Source: an optimization exercise on an open RTL-to-GDS flow (aim: small area, a short achievable clock period and few clock cycles per item). Production flows keep margins and buffers that such runs may drop.
The RTL was checked by simulation tests, not by an equivalence proof against the original design.

**flow/run.sh**
```bash
#!/bin/bash
# synth_recipe.tcl (not shown) runs the flow's synth.tcl, then flattens the netlist and writes it again
# the make line also repeats each setting of config.mk as NAME=value (left out here)
make -C /OpenROAD-flow-scripts/flow DESIGN_CONFIG=/design/flow/config.mk WORK_HOME=/design/flow/orfs CLKGATE_MAP_FILE= SYNTH_SCRIPT=/design/flow/synth_recipe.tcl finish
```
**flow/constraint.sdc**
```tcl
create_clock -name core_clock -period 11.0 [get_ports {clk}]
set_input_delay 2.2000 -clock core_clock [delete_from_list [all_inputs] [get_ports {clk}]]
set_output_delay 2.2000 -clock core_clock [all_outputs]
set_load 0.01 [all_outputs]
```
**flow/design.v**
```verilog
module riscv_muldiv_unit #(
    parameter int XLEN = 32
) (
    input  logic            clk,
    input  logic            rst,
    input  logic            start_i,
    input  logic [2:0]      op_i,
    input  logic [XLEN-1:0] a_i,
    input  logic [XLEN-1:0] b_i,
    input  logic            kill_i,
    output logic            freeze_pipe,
    output logic            busy_o,
    output logic            done_o,
    output logic [XLEN-1:0] result_o,
    output logic            div_zero_o
);
    localparam int CNT_W = $clog2(XLEN + 1);
    localparam logic [CNT_W-1:0] CNT_LAST = CNT_W'(XLEN);
    localparam logic [XLEN-1:0] MIN_NEG = {1'b1, {(XLEN-1){1'b0}}};
    typedef enum logic [1:0] {
        S_IDLE,
        S_MUL,
        S_DIV,
        S_DONE
    } state_t;
    state_t state, state_n;
    logic [1:0]      op_q;
    logic [XLEN-1:0] a_q;
    logic [XLEN-1:0] b_q;
    logic [XLEN-1:0] dvd;
    logic [XLEN-1:0] dsr;
    logic [XLEN-1:0] rem;
    logic [CNT_W-1:0] cnt;
    logic            neg_a;
    logic            neg_b;
    logic            dz_q;
    logic            ovf_q;
    logic            accept;
    logic            div_sgn;
    logic            a_neg;
    logic            b_neg;
    logic            b_zero;
    logic            ovf;
    logic [XLEN-1:0] a_mag;
    logic [XLEN-1:0] b_mag;
    assign accept  = (state == S_IDLE) & start_i & ~kill_i;
    assign div_sgn = op_i[2] & ~op_i[0];
    assign a_neg   = div_sgn & a_i[XLEN-1];
    assign b_neg   = div_sgn & b_i[XLEN-1];
    assign a_mag   = a_neg ? -a_i : a_i;
    assign b_mag   = b_neg ? -b_i : b_i;
    assign b_zero  = (b_i == '0);
    assign ovf     = div_sgn & (a_i == MIN_NEG) & (b_i == '1);
    logic            mul_sa;
    logic            mul_sb;
    logic [2*XLEN-1:0] prod;
    logic [XLEN-1:0] mul_res;
    assign mul_sa  = (op_q == 2'd1 || op_q == 2'd2) & a_q[XLEN-1];
    assign mul_sb  = (op_q == 2'd1) & b_q[XLEN-1];
    assign prod    = {{XLEN{mul_sa}}, a_q} * {{XLEN{mul_sb}}, b_q};
    assign mul_res = (op_q == 2'd0) ? prod[XLEN-1:0]
                                    : prod[2*XLEN-1:XLEN];
    logic [XLEN:0]   shifted;
    logic            ge;
    logic [XLEN-1:0] diff;
    logic [XLEN-1:0] rem_nx;
    logic [XLEN-1:0] dvd_nx;
    assign shifted = {rem, dvd[XLEN-1]};
    assign ge      = shifted >= {1'b0, dsr};
    assign diff    = shifted[XLEN-1:0] - dsr;
    assign rem_nx  = ge ? diff : shifted[XLEN-1:0];
    assign dvd_nx  = {dvd[XLEN-2:0], ge};
    logic [XLEN-1:0] div_res;
    always_comb begin
        div_res = '0;
        if (dz_q) begin
            div_res = op_q[1] ? a_q : '1;
        end else if (ovf_q) begin
            div_res = op_q[1] ? '0 : a_q;
        end else if (op_q[1]) begin
            div_res = neg_a ? -rem : rem;
        end else begin
            div_res = (neg_a ^ neg_b) ? -dvd : dvd;
        end
    end
    always_ff @(posedge clk or negedge rst) begin
        if (!rst) begin
            state <= S_IDLE;
        end else begin
            state <= state_n;
        end
    end
    always_comb begin
        state_n     = state;
        freeze_pipe = 1'b0;
        busy_o      = (state != S_IDLE);
        done_o      = 1'b0;
        div_zero_o  = 1'b0;
        unique case (state)
            S_IDLE: begin
                freeze_pipe = start_i & ~kill_i;
                if (accept) begin
                    state_n = op_i[2] ? S_DIV : S_MUL;
                end
            end
            S_MUL: begin
                freeze_pipe = 1'b1;
                state_n     = kill_i ? S_IDLE : S_DONE;
            end
            S_DIV: begin
                freeze_pipe = 1'b1;
                if (kill_i) begin
                    state_n = S_IDLE;
                end else if (cnt == CNT_LAST) begin
                    state_n = S_DONE;
                end
            end
            S_DONE: begin
                done_o     = ~kill_i;
                div_zero_o = dz_q & ~kill_i;
                state_n    = S_IDLE;
            end
            default: begin
                state_n = S_IDLE;
            end
        endcase
    end
    always_ff @(posedge clk or negedge rst) begin
        if (!rst) begin
            op_q     <= '0;
            a_q      <= '0;
            b_q      <= '0;
            dvd      <= '0;
            dsr      <= '0;
            rem      <= '0;
            cnt      <= '0;
            neg_a    <= 1'b0;
            neg_b    <= 1'b0;
            dz_q     <= 1'b0;
            ovf_q    <= 1'b0;
            result_o <= '0;
        end else begin
            if (accept) begin
                op_q  <= op_i[1:0];
                a_q   <= a_i;
                b_q   <= b_i;
                dvd   <= a_mag;
                dsr   <= b_mag;
                rem   <= '0;
                cnt   <= '0;
                neg_a <= a_neg;
                neg_b <= b_neg;
                dz_q  <= op_i[2] & b_zero;
                ovf_q <= ovf;
            end
            if (state == S_MUL && !kill_i) begin
                result_o <= mul_res;
            end
            if (state == S_DIV && !kill_i) begin
                if (cnt == CNT_LAST) begin
                    result_o <= div_res;
                end else begin
                    rem <= rem_nx;
                    dvd <= dvd_nx;
                    cnt <= cnt + CNT_W'(1);
                end
            end
        end
    end
endmodule
```
**flow/config.mk**
```make
export PLATFORM = sky130hd
export DESIGN_NAME = riscv_muldiv_unit
export DESIGN_NICKNAME = riscv_muldiv_unit
export VERILOG_FILES = /design/flow/design.v
export SDC_FILE = /design/flow/constraint.sdc
export NUM_CORES = 4
export LEC_CHECK = 0
export CAP_MARGIN = 20
export CORE_MARGIN = 2
export CORE_UTILIZATION = 40
export SLEW_MARGIN = 20
```
==> run summary <==
skew final: 24.7 ps
Peak Freq: 0.107 GHz
Slew Viols, Final: 0
Worst Path Arrival: 9780 ps
clock latency (worst-skew pair): 570 ps
GP Congestion: 0.947
Synth Register Bits: 205
root buf cell: clkbuf_16
via count: 41,000
outcome: timing/DRC/antenna clean
Post-synth EDFFs: 0
Worst-path clk slew: 60 ps
die area: 0.133 mm2
Multi-input gate area: 0.0410 mm2
CTS max path bufs: 3
Hold Vio Cnt, Final: 0
share of layout cells above drive strength 1: 0.0326
vias in the first global route: 43,300
cell count after synthesis: 6,062
GR Overflow Total: 0
Worst Path Max Fanout: 18
Critical Path Sink Type: flip-flop
Mapped Nets: 7,517
origin of the critical flop-to-flop path: op_q[1]$_DFFE_PN0P_
dpl cell area: 0.0548 mm2
Async S/R FF share, synth: 1.00
register area: 0.00514 mm2
global-route wire length before repair: 253,000 um
final setup fails: 0
Slew @ Worst Pin: 1220 ps
Post-CTS Repair Setup Buffers: 0
final instance area: 0.0556 mm2
initial antenna violation count: 5
Synth Flop Type: dfrtp_1
Final TNS setup: 0 ps
sequential cell area fraction in the yosys report: 0.0984
Critical Path Source: op_q[1]$_DFFE_PN0P_
library cells used by synthesis: 77
Post-Syn Area per Cell: 8.60 um2
GRT Total Usage: 0.244
depth of the CTS H-tree: 1
Die X: 365 um
drt drc: 0
maximum number of pins on one net before global-route repair: 109
Die Y: 365 um
utilization after layout: 0.430
Crit Path Class: reg2reg
I/O pin count: 107
Initial DRC Count: 2,841
Startpoint Class: flip-flop
vias per cell: 5.34
Area growth syn-to-layout: 6.67%
Antenna Violating Nets Remaining: 0
TritonCTS clock tree: yes
Slew HR: 0.188
Wirelength per Cell: 20.5 um
YS warnings: 1
dpl hpwl: 129,000 um
CTS Sinks: 205
synthesized cell area: 0.0522 mm2
Register-to-Register Path Depth: 27
worst hold path class: reg2reg
final worst slack: 1670 ps
final WL: 158,000 um
DR pass1 iterations: 6
RR Endpoint: result_o[31]$_DFF_PN0_
core area: 0.129 mm2
Site Rows: 132
# fillers: 13,000
Final nets: 7,380
total of max-cap violations: 0
TritonCTS Buffers: 26
Critical Path Sink: result_o[31]$_DFF_PN0_
required time of the worst setup path: 11,460 ps
Starting Density: 0.403
RSZ-0062 raised after global routing: false
Final min period: 9330 ps
hold_buf cts: 0
CTS resizes: 0
Final Cycle Share: 0.848
IO Port Bufs: 106
Setup Slack @ Placement: 1790 ps
R2R setup slack: 1670 ps
-- stage by stage --
step | std cells | hold WS (ps)
global placement | 7639 | 461
global route | 7685 | 506
finish | 7688 | 478
detailed placement | 7639 | 466
CTS | 7685 | 481
floorplan | 6062 | 450
-- sequential cells by signal (all words and copies together) (netlist names), 2 cells and up --
register / count
rem: 32
a_q: 32
dsr: 32
cnt: 6
state: 2
dvd: 32
result_o: 32
b_q: 31
op_q: 2
-- placed cells by master, fill, tap and decap left out, types with 9 or more instances in the layout --
cell and instances:
o211a_1 11, clkinv_2 9, o21ai_0 231, o21bai_1 18, mux2i_1 38, nor4_1 19, inv_1 1264, o31ai_1 33
xor2_1 76, o41ai_1 10, dfrtp_1 194, dfrtp_2 11, o211ai_1 22, nor3_1 47, a221oi_1 9, and3_1 29
clkdlybuf4s50_1 105, o221ai_1 10, nor2b_1 20, o22ai_1 18, a21oi_1 190, a21o_1 46, xnor2_1 122, buf_4 93
or3_1 23, a31oi_1 29, nand3_1 71, fa_1 1125, ha_1 257, clkbuf_16 26, a211oi_1 23, nor3b_1 9
nand2_1 1152, nor2_1 135, or2_2 12, nand2b_1 11, nand4_1 23, and2_1 289, o21a_1 11
-- routing by layer --
metal / part of all wire / global-route usage / vias to the layer above
li1: - / - / 18000
met1: 0.42 / 0.333 / 21500
met2: 0.49 / 0.416 / 1212
met3: 0.058 / 0.0224 / 223
met4: 0.032 / 0.0652 / 0
met5: 0 / 0 / -
-- cell usage after synthesis (all sizes together) (71+ instances only) --
library cell | instances | area (um2)
and2 | 289 | 1810
xnor2 | 122 | 1070
nand2 | 1155 | 4340
nor2 | 138 | 518
xor2 | 76 | 666
a21oi | 191 | 956
clkbuf | 339 | 1270
dfrtp | 205 | 5130
ha | 258 | 3230
fa | 1126 | 22500
o21ai | 236 | 1180
inv | 1264 | 4740
nand3 | 71 | 355
-- final cells by class --
cell class                 count  share of cell area
tap                         1742              0.0392
antenna                        3            0.000135
multi-input combinational   4229               0.736
clock buffer                  32              0.0128
clock inverter                14             0.00209
sequential                   205              0.0925
timing repair buffer         199              0.0317
inverter                    1264              0.0853
-- worst min path at each step --
stage	from	to	slack (ps)	cells after the start
2_1_floorplan	dsr[10]$_DFFE_PN0P_	dsr[10]$_DFFE_PN0P_	450	2
3_3_place_gp	b_q[21]$_DFFE_PN0P_	b_q[21]$_DFFE_PN0P_	460	2
3_5_place_dp	b_q[27]$_DFFE_PN0P_	b_q[27]$_DFFE_PN0P_	470	2
4_1_cts	b_q[27]$_DFFE_PN0P_	b_q[27]$_DFFE_PN0P_	480	2
5_1_grt	a_q[26]$_DFFE_PN0P_	a_q[26]$_DFFE_PN0P_	510	2
6_report	dsr[20]$_DFFE_PN0P_	dsr[20]$_DFFE_PN0P_	480	2
-- critical path, cell delays in order, from the launching register on --
cell	delay (ps)
dfrtp_1	360
inv_1	60
ha_2	560
and2_1	640
nand2_1	190
inv_1	160
fa_1	480
fa_1	630
fa_2	520
inv_1	430
fa_1	500
inv_1	80
fa_1	450
fa_1	540
inv_1	50
fa_1	440
fa_1	490
inv_1	40
ha_1	400
nand4_1	160
nor3_1	100
a221oi_1	380
nand3_1	160
a211oi_1	570
o211a_1	360
o311ai_0	190
mux2i_1	170
nand2_1	70
-- cell families after synthesis --
group / share of synthesized area
compound gates: 0.0873
xor+xnor: 0.0333
fa+ha+maj: 0.494
buf+inv: 0.118
flops: 0.0984
mux: 0.00837
simple gates: 0.161
Testbench counts, summed over its fixed seeds: cycles 45,696, ops 3,200.

static timing again, ports no longer ideal:
No port has a modelled driver above. Below, the same layout with a new extraction and two added sets of constraints.
Step 1 (the two cells are an assumption about what drives the block):
set clk [get_ports {clk}]
set_driving_cell -lib_cell sky130_fd_sc_hd__clkbuf_16 $clk
set_driving_cell -lib_cell sky130_fd_sc_hd__buf_2 [delete_from_list [all_inputs] $clk]
Step 2 adds t to the input delays and takes it off the output delays; t is the mean of the earliest and latest rising clock arrival at the registers after step 1. Input paths then give back, and output paths get back, about the clock's delay inside the block.
Three values: no drivers, after step 1, after step 2; two values: the first two.
t, ns: 0.608
setup WS [ns]: 1.672 / 1.672 / 1.672
hold WS [ns]: 0.478 / 0.478 / 0.478
slew at the worst register clock pin (ns): 0.07 / 0.07
worst slew at a driven data input, ns: 0.07
After both steps setup and hold are still met in this run. For this run, drivers alone change the setup slack by 0.000 ns; drivers and shift together by 0.000 ns.
